This is an optimization exercise on Yosys and OpenROAD, whose aim is small area, a short achievable clock period and few clock cycles, not a production implementation. Only simulation tests tie the RTL to the original design; equivalence was not proved. Power and IR drop assume default switching activity.

Design calculatorTop, start of the top module:
module calculatorTop (
	input  logic        clk,
	input  logic        rst_n,
	input  logic        keyReq,
	input  logic [3:0]  keyCode,
	output logic        keyAck,
	output logic        resReq,
	input  logic        resAck,
	output logic        resSign,
	output logic [23:0] resMagnitude,
	output logic [3:0]  resDigits,
	output logic        resError
);
For scale: about 1400 cells after synthesis, roughly 40 I/O pins.
==> flow/config.mk <==
export PLATFORM = sky130hd
export DESIGN_NAME = calculatorTop
export DESIGN_NICKNAME = calculatorTop
export VERILOG_FILES = /design/flow/design.v
export SDC_FILE = /design/flow/constraint.sdc
export NUM_CORES = 4
export LEC_CHECK = 0
export CAP_MARGIN = 20
export CORE_MARGIN = 2
export CORE_UTILIZATION = 65
export CTS_BUF_LIST = sky130_fd_sc_hd__clkbuf_8
export CTS_CLUSTER_SIZE = 30
export PLACE_DENSITY = 0.75
export SLEW_MARGIN = 20
export SYNTH_HIERARCHICAL = 1
==> flow/constraint.sdc <==
create_clock -name core_clock -period 80.0 [get_ports {clk}]
set_input_delay 16.0000 -clock core_clock [delete_from_list [all_inputs] [get_ports {clk}]]
set_output_delay 16.0000 -clock core_clock [all_outputs]
set_load 0.01 [all_outputs]
standard.sh (not shown) runs the stock make flow with config.mk's settings and CLKGATE_MAP_FILE= SYNTH_SCRIPT=/design/flow/synth_recipe.tcl, a recipe that flattens the netlist after the stock synthesis.
==> flow/flow/run.sh <==
#!/bin/bash
# The standard layout, with the port buffers made of plain buffers
# instead of the delay cells the resizer picks by default.
set -euo pipefail
export BUFFER_PORTS_ARGS="-buffer_cell sky130_fd_sc_hd__buf_2"
bash standard.sh > standard.log 2>&1
Testbench counts at the start, summed over its fixed seeds: cycles 34,221.
Next try:
--- a/flow/design.v
+++ b/flow/design.v
@@ -74,24 +74,25 @@
 	logic [23:0] S;  
 	logic [23:0] A;  
 	logic [23:0] B;  
 	logic [23:0] X;  
 	logic [3:0] st;
 	logic       fresh;   
 	logic [1:0] ph;      
 	logic       lowNeg;  
 	logic       sZero;   
 	logic       errAcc;  
 	logic [1:0] nk;      
 	logic       nkDiv;   
+	logic       first;   
 	logic       bc;      
 	logic       qneg;    
 	logic       xNeg;    
 	logic       dnb;     
 	logic [4:0] cnt;
 	logic [1:0] bs;      
 	assign resMagnitude = S;
 	logic [2:0]  dh;
 	logic [1:0]  dlo;
 	logic [22:0] e5;
 	logic [23:0] eMul;
 	logic [22:0] eA;
@@ -187,38 +188,38 @@
 	assign engHold = resReq && nkLow && st == S_APPLY;
 	always_comb begin
 		pS = 0; pSraw = 0; pX = 0;
 		qE = 0; qB = 0; qA = 0; qA2 = 0; qC = 0; qS = 0; invQ = 0; cin = 0;
 		if (execOp) begin
 			if (ph == 2'd0) begin
 				qE = 1;
 				if (!kHigh) begin
 					pS = 1;
 					invQ = lowNeg;
 					cin = lowNeg;
 				end
-			end else if (ph == 2'd2) begin
+			end else begin
 				qA = 1;
 				invQ = A[23];
 				cin = A[23];
-			end else
-				pS = !kHigh;
+			end
 		end else if (execNegE || execBsAlu) begin
 			qE = 1;
 			invQ = 1;
 			cin = 1;
 		end
 		case (st)
 			S_MUL: begin
-				pX = 1;
+				pX = !first;
+				pS = first && nkLow;
 				case (bv)
 					3'd1: qA = 1;
 					3'd2: qA2 = 1;
 					3'd3: qA = 1;
 					default: ;
 				endcase
 				invQ = (bv == 3'd3) ^ (nkLow && lowNeg);
 				cin = invQ;
 			end
 			S_ALIGN, S_STEP: begin
 				pX = 1;
 				qB = !aligning;
@@ -402,39 +403,41 @@
 				else if (st == S_ALIGN && fits1)
 					B <= {B[22:0], 1'b0};
 				else
 					B <= {1'b0, B[23:1]};
 			end
 			default: B <= E;
 		endcase
 	end
 	always_ff @(posedge clk) begin
 		if (st == S_IDLE && execOp) begin
 			nk <= kHigh ? 2'd2 : kEq ? 2'd3 : kMinus ? 2'd1 : 2'd0;
 			nkDiv <= kDivide;
+			first <= 1'b1;
 			bc <= 1'b0;
 			cnt <= 5'd0;
 			xNeg <= 1'b0;
 			qneg <= A[23] ^ dnb;
 			if (ph == 2'd2)
 				A <= '0;
 			else if (ph == 2'd0) begin
 				if (kHigh)
 					A <= alu;
 				else
 					S <= alu;
 			end
 		end
 		case (st)
 			S_MUL: begin
+				first <= 1'b0;
 				bc <= bv[2] | (bv == 3'd3);
 				A <= {A[21:0], 2'b00};
 				if (mulLast) begin
 					if (nkLow)
 						S <= alu;
 					else
 						A <= alu;
 				end
 			end
 			S_ALIGN, S_STEP: begin
 				if (st == S_ALIGN && fits4)
 					cnt <= cnt + 5'd4;
Die area went up by 1.8%; utilization goes down by 0.33 points; final cell count goes up by 0.32%; clock skew goes up by 0.0033 ns; area after synthesis rises by 1.8%; global-route usage grows by 0.43 points; design area increases by 2.7%; non-clock buffer count climbs by 15; routed wire length increases by 6.7%; worst setup slack improves by 0.051 ns; clock power came out lower by 11%.
Testbench counts after the change, summed over its fixed seeds: cycles 34,221.


calculatorTop again, from the RTL that the note above started with.
==> flow/design.v (excerpt) <==
module calculatorTop (
	input  logic        clk,
	input  logic        rst_n,
	input  logic        keyReq,
	input  logic [3:0]  keyCode,
	output logic        keyAck,
	output logic        resReq,
	input  logic        resAck,
	output logic        resSign,
	output logic [23:0] resMagnitude,
	output logic [3:0]  resDigits,
	output logic        resError
);
clock: 80.0 ns
lec_check: 0
cap_margin: 20
core_margin: 2
core_utilization: 65
cts_buf_list: sky130_fd_sc_hd__clkbuf_8
cts_cluster_size: 30
place_density: 0.75
slew_margin: 20
synth_hierarchical: 1
==> flow/flow/run.sh <==
#!/bin/bash
# The standard layout, with the port buffers made of plain buffers
# instead of the delay cells the resizer picks by default, and a clock tree
# without the dummy loads CTS adds to even out its branches.
set -euo pipefail
export BUFFER_PORTS_ARGS="-buffer_cell sky130_fd_sc_hd__buf_2"
export CTS_ARGS="-sink_clustering_enable -repair_clock_nets -sink_clustering_size 30 -buf_list sky130_fd_sc_hd__clkbuf_8 -dont_use_dummy_load"
bash standard.sh > standard.log 2>&1
Testbench counts at the start, summed over its fixed seeds: cycles 34,221.
Edit:
--- a/flow/design.v
+++ b/flow/design.v
@@ -82,20 +82,21 @@
 	logic       sZero;   
 	logic       errAcc;  
 	logic [1:0] nk;      
 	logic       nkDiv;   
 	logic       bc;      
 	logic       qneg;    
 	logic       xNeg;    
 	logic       dnb;     
 	logic [4:0] cnt;
 	logic [1:0] bs;      
+	logic       resBusy;  
 	assign resMagnitude = S;
 	logic [2:0]  dh;
 	logic [1:0]  dlo;
 	logic [22:0] e5;
 	logic [23:0] eMul;
 	logic [22:0] eA;
 	assign dh = K[3:1];
 	assign dlo = dh[2] ? 2'b11 : dh[1:0];
 	assign eA = {E[20:0], dlo};
 	logic [23:0] eCy;
@@ -169,29 +170,29 @@
 	assign kDigit = K < 4'd10;
 	assign kBack = K == 4'd14;
 	assign kOp = !kDigit && !kBack;
 	assign kHigh = K == 4'd13 || K == 4'd15;
 	assign kEq = K == 4'd12;
 	assign kMinus = K == 4'd11;
 	assign kDivide = K == 4'd15;
 	logic engFree;
 	assign engFree = st == S_IDLE;
 	logic opReady;
-	assign opReady = kv && kOp && engFree && !(resReq && !kHigh && ph != 2'd2);
+	assign opReady = kv && kOp && engFree && !(resBusy && !kHigh && ph != 2'd2);
 	logic execNegE;    
 	logic execOp;      
 	logic execBsAlu;   
 	assign execNegE = opReady && ph == 2'd2 && E[23] && !dnb;
 	assign execOp = opReady && !execNegE;
 	assign execBsAlu = kv && kBack && !bsHalf && engFree && (bs == 2'd0 ? E[23] : bs == 2'd2);
 	logic engHold;
-	assign engHold = resReq && nkLow && st == S_APPLY;
+	assign engHold = resBusy && nkLow && st == S_APPLY;
 	always_comb begin
 		pS = 0; pSraw = 0; pX = 0;
 		qE = 0; qB = 0; qA = 0; qA2 = 0; qC = 0; qS = 0; invQ = 0; cin = 0;
 		if (execOp) begin
 			if (ph == 2'd0) begin
 				qE = 1;
 				if (!kHigh) begin
 					pS = 1;
 					invQ = lowNeg;
 					cin = lowNeg;
@@ -303,23 +304,25 @@
 		end
 	end
 	always_ff @(posedge clk or negedge rst_n) begin
 		if (!rst_n) begin
 			st <= S_IDLE;
 			ph <= 2'd0;
 			lowNeg <= 1'b0;
 			sZero <= 1'b1;
 			errAcc <= 1'b0;
 			resReq <= 1'b0;
+			resBusy <= 1'b0;
 		end else begin
-			if (resReq && resAck) begin
+			if (resBusy && resAck) begin
 				resReq <= 1'b0;
+				resBusy <= 1'b0;
 				sZero <= 1'b1;
 			end
 			case (st)
 				S_IDLE: begin
 					if (execOp) begin
 						if (ph == 2'd1)
 							st <= S_MUL;
 						else if (ph == 2'd2) begin
 							if (E == 24'd0) begin
 								errAcc <= 1'b1;
@@ -377,20 +380,21 @@
 				S_FABS, S_FD, S_FOUT: begin
 					if (st == S_FABS) begin
 						lowNeg <= 1'b0;
 						ph <= 2'd0;
 						errAcc <= 1'b0;
 					end
 					if (st == S_FABS && S[23])
 						st <= S_FD;
 					else if (!resAck) begin
 						resReq <= 1'b1;
+						resBusy <= 1'b1;
 						st <= S_IDLE;
 					end else
 						st <= S_FOUT;
 				end
 				default: st <= S_IDLE;
 			endcase
 		end
 	end
 	always_ff @(posedge clk) begin
 		X <= alu;
Effect:
- The new run completed with no timing, DRC or antenna violations
- setup slack gets better by 0.15 ns
- power rises by 3.6%
- critical path depth does not change
- die area is about the same
- hold slack gets worse by 0.036 ns
- cell count falls by 1.3%
- sequential share of layout area rises by 0.12 points
Testbench counts after the change, summed over its fixed seeds: cycles 34,221.

static timing again, ports no longer ideal:
How much do the figures lean on ideal ports? The routed layouts below were timed once more, with nothing changed but the port constraints. Step 1: set_driving_cell puts a clkbuf_16 on clk and a buf_2 on each other input, an assumption about the parent block. Step 2 also shifts input and output timing later by t, the mid clock arrival at the registers, as if the neighbouring blocks saw the same clock. Three values: ideal, step 1, step 2; two values: the first two.
| run | t, ns | setup slack, ns | clock arrival spread, ns | worst register clock-pin slew, ns | pins driven straight from the clock port |
|---|---|---|---|---|---|
| the first run of note 1 | 0.514 | 62.752 / 62.710 / 62.966 | 0.015 / 0.015 | 0.10 / 0.10 | 1 |
| the second run of note 1 | 0.526 | 62.803 / 62.759 / 63.012 | 0.019 / 0.018 | 0.10 / 0.10 | 1 |
| the first run of note 2 | 0.497 | 62.781 / 62.741 / 62.968 | 0.034 / 0.034 | 0.10 / 0.10 | 1 |
| the second run of note 2 | 0.512 | 62.932 / 62.890 / 63.030 | 0.036 / 0.036 | 0.10 / 0.10 | 1 |
After both steps every run listed still meets setup and hold.
